Background: an optimization exercise with open tools, aiming at small area. Do not read the settings as production practice. At most, simulation tests tie the RTL to the original design; equivalence was not proved.

MS:
==> module apb_slave_mem, before the edit <==
module apb_slave_mem (
  input  logic        PCLK,
  input  logic        PRESET,
  input  logic [31:0] PADDR,
  input  logic        PSEL,
  input  logic        PENABLE,
  input  logic        PWRITE,
  input  logic [7:0]  PWDATA,
  output logic [7:0]  PRDATA,
  output logic        PREADY,
  output logic        PSLVERR
);
  localparam int NG = 85;           
  logic       acc1, acc2;           
  logic       setup;
  logic       write_q;
  logic [6:0] g_q;                  
  logic [1:0] o_q;
  logic [1:0] ph;
  logic       lp;
  logic [1:0] ph_n;
  logic       lp_n;
  logic [1:0] clr, clr_b;           
  logic       clearing, clearing_b;
  logic       pend, pend_b;         
  logic [6:0] pend_g, pend_g_b;     
  logic [1:0] pend_o, pend_o_b;     
  logic [7:0] pend_d;
  assign setup    = !acc1 && !acc2 && !PREADY && PSEL && !PENABLE;
  assign clearing   = (clr != 2'd0);
  assign clearing_b = (clr_b != 2'd0);
  logic [6:0] a_g;
  logic [1:0] a_o;
  always_comb begin
    a_g = 7'(PADDR[7:0] / 8'd3);
    a_o = 2'(PADDR[7:0] % 8'd3);
  end
  always_ff @(posedge PCLK or posedge PRESET) begin
    if (PRESET) begin
      acc1   <= 1'b0;
      acc2   <= 1'b0;
      PREADY <= 1'b0;
    end else begin
      acc1   <= setup;
      acc2   <= acc1 && PSEL;
      PREADY <= acc2 && PSEL;
    end
  end
  always_ff @(posedge PCLK) begin
    if (setup) begin
      PSLVERR <= |PADDR[31:8];
      write_q <= PWRITE;
      g_q     <= a_g;
      o_q     <= a_o;
    end
  end
  assign ph_n = (ph == 2'd2) ? 2'd0 : ph + 2'd1;
  assign lp_n = lp ^ (ph == 2'd2);
  always_ff @(posedge PCLK or posedge PRESET) begin
    if (PRESET) begin
      ph  <= 2'd0;
      lp  <= 1'b0;
      clr <= 2'd3;
      clr_b <= 2'd3;
    end else begin
      ph  <= ph_n;
      lp  <= lp_n;
      if (clearing) clr <= clr - 2'd1;
      if (clearing_b) clr_b <= clr_b - 2'd1;
    end
  end
  logic complete_wr;
  logic commit, commit_b;
  logic last_hit;
  assign complete_wr = PREADY && PSEL && write_q && !PSLVERR;
  assign last_hit    = (pend_g == 7'd85);
  assign commit      = pend && (last_hit || pend_o == ph_n);
  assign commit_b    = pend_b && (pend_g_b == 7'd85 || pend_o_b == ph_n);
  always_ff @(posedge PCLK or posedge PRESET) begin
    if (PRESET) begin
      pend   <= 1'b0;
      pend_b <= 1'b0;
    end else begin
      if (complete_wr) pend <= 1'b1;
      else if (commit) pend <= 1'b0;
      if (complete_wr) pend_b <= 1'b1;
      else if (commit_b) pend_b <= 1'b0;
    end
  end
  always_ff @(posedge PCLK) begin
    if (complete_wr) begin
      pend_g <= g_q;
      pend_o <= o_q;
      pend_g_b <= g_q;
      pend_o_b <= o_q;
      pend_d <= PRDATA;            
    end
  end
  logic [7:0] wval;                 
  logic [7:0] wbus;                 
  logic [7:0] tap [NG];
  logic [7:0] last;
  assign wval = clearing ? 8'd0 : pend_d;
  assign wbus = ~(wval ^ {8{lp_n}});
  logic [NG-1:0] we, nwe;
  always_comb begin
    for (int i = 0; i < NG; i++) begin
      we[i]  = clearing || (commit && pend_g == 7'(i));
      nwe[i] = !(clearing_b || (commit_b && pend_g_b == 7'(i)));
    end
  end
  genvar g;
  generate
    for (g = 0; g < NG; g++) begin : grp
      logic [7:0] s0, s1, s2;
      always_ff @(posedge PCLK) begin
        s0 <= ~((s2 | {8{we[g]}}) & (wbus | {8{nwe[g]}}));
        s1 <= s0;
        s2 <= s1;
      end
      assign tap[g] = s0;
    end
  endgenerate
  always_ff @(posedge PCLK) begin
    if (clearing || (commit && last_hit)) last <= wval;
  end
  logic [6:0]  r_g;
  logic [1:0]  r_o;
  logic        r_err;
  logic        r_hit;
  logic        r_last;
  logic        r_load;
  logic [NG-1:0] r_sel;
  logic [7:0]  r_mux;
  logic [7:0]  r_data;
  always_comb begin
    r_g    = setup ? a_g : g_q;
    r_o    = setup ? a_o : o_q;
    r_err  = setup ? (|PADDR[31:8]) : PSLVERR;
    r_last = (r_g == 7'd85);
    r_hit  = pend && (pend_g == r_g) && (pend_o == r_o);
    r_load = (setup ? !PWRITE : (!write_q && (acc1 || acc2))) &&
             (r_last || (r_o == ph));
    for (int i = 0; i < NG; i++) r_sel[i] = (r_g == 7'(i));
    r_mux = 8'd0;
    for (int i = 0; i < NG; i++) r_mux = r_mux | (tap[i] & {8{r_sel[i]}});
    if (r_err || (clearing && !r_hit)) r_data = 8'd0;
    else if (r_hit)                    r_data = pend_d;
    else if (r_last)                   r_data = last;
    else                               r_data = r_mux ^ {8{lp}};
  end
  always_ff @(posedge PCLK) begin
    if (setup && PWRITE) PRDATA <= PWDATA;
    else if (r_load)     PRDATA <= r_data;
  end
endmodule
Settings: LEC_CHECK=0, CAP_MARGIN=20, CORE_MARGIN=2, CORE_UTILIZATION=74, PLACE_DENSITY=0.84, SLEW_MARGIN=20; clock period 10.0 ns.
standard.sh (not shown) runs the stock make flow with config.mk's settings and CLKGATE_MAP_FILE= SYNTH_SCRIPT=/design/flow/synth_recipe.tcl, a recipe that flattens the netlist after the stock synthesis.
==> flow/flow/run.sh <==
#!/bin/bash
# The standard layout with two changes:
#  - synthesis maps logic with an area-oriented ABC script (flow/abc_area.script);
#    everything else in synthesis is synth_recipe.tcl unchanged
#  - ports are buffered with the smallest buffer
#  - the clock tree uses small clock buffers and no dummy loads
# ORFS keeps each tool's log under orfs/logs; make's output goes to flow.log.
set -o pipefail
HERE=$(pwd)
cat > mysynth.tcl <<EOT
proc abc {args} {
  set i [lsearch \$args -script]
  set args [lreplace \$args \$i [expr {\$i + 1}] -script $HERE/flow/abc_area.script]
  yosys abc {*}\$args
}
source $HERE/synth_recipe.tcl
EOT
sed "s|SYNTH_SCRIPT=[^ ]*|SYNTH_SCRIPT=$HERE/mysynth.tcl|" standard.sh > mystandard.sh
export BUFFER_PORTS_ARGS="-buffer_cell sky130_fd_sc_hd__buf_1"
export CTS_ARGS="-sink_clustering_enable -repair_clock_nets -dont_use_dummy_load -buf_list {sky130_fd_sc_hd__clkbuf_8} -sink_clustering_size 20 -sink_clustering_max_diameter 40"
bash mystandard.sh 2>&1 | tee flow.log
==> flow/flow/abc_area.script <==
strash
&get -n
&st
&syn2
&dch -f
&nf -p -R 1000
&put
topo
Here is what was changed in the inputs of PW compared with MS.
--- a/flow/design.v
+++ b/flow/design.v
@@ -32,8 +32,22 @@
   logic [6:0] a_g;
   logic [1:0] a_o;
   always_comb begin
-    a_g = 7'(PADDR[7:0] / 8'd3);
-    a_o = 2'(PADDR[7:0] % 8'd3);
+    if (PADDR[1:0] != 2'd3) begin
+      a_g = {1'b0, PADDR[7:2]};
+      a_o = PADDR[1:0];
+    end else if (PADDR[7:6] != 2'd3) begin
+      a_g = {3'b100, PADDR[5:2]};
+      a_o = PADDR[7:6];
+    end else if (PADDR[5:4] != 2'd3) begin
+      a_g = {5'b10100, PADDR[3:2]};
+      a_o = PADDR[5:4];
+    end else if (PADDR[3:2] != 2'd3) begin
+      a_g = 7'd84;
+      a_o = PADDR[3:2];
+    end else begin
+      a_g = 7'd85;
+      a_o = 2'd0;
+    end
   end
   always_ff @(posedge PCLK or posedge PRESET) begin
     if (PRESET) begin
## What came out
PW ended with every stage complete and zero timing, DRC or antenna violations. The source of the critical timing path comes out PADDR[7] in one run and PSEL in the other, namely in MS and PW respectively. Initial standard-cell utilization of the core: MS vs PW, no meaningful difference. PW against MS: worst slack at placement went up 1.80 ns; post-synth net total higher. On met1 routing resource usage after global routing, MS tracks PW almost exactly. On XOR/XNOR share of the synthesized area, PW and MS are basically level. PW vs MS on delay of the slowest cell on the worst path: PW is the higher one. Fraction of the mapped netlist area in compound gates | PW above MS.
For PW, only the layout was checked, not whether the RTL still works.

-- afterwards: timing with drivers on the ports --
How much do the figures lean on ideal ports? The routed layouts below were timed once more, with nothing changed but the port constraints. Step 1, drivers: a clkbuf_16 drives PCLK and a buf_2 each remaining input, both assumed. Step 2 times the ports against the registers' clock, not the clock port: input delays grow and output delays shrink by t, the midpoint of the rising clock arrivals with the driver on. Three values: no drivers, after step 1, after step 2; two values: the first two.
run | shift t [ns] | setup slack, ns | worst register clock-pin slew, ns | pins driven straight from the clock port
MS | 0.894 | 0.657 / 0.704 / -0.190 | 0.12 / 0.12 | 1
PW | 0.889 | 2.757 / 2.784 / 1.894 | 0.12 / 0.12 | 1
With both steps, setup timing fails in MS, where it was met with ideal ports. For PW, which loses most, drivers alone change the setup slack by +0.027 ns; drivers and shift together by -0.863 ns.
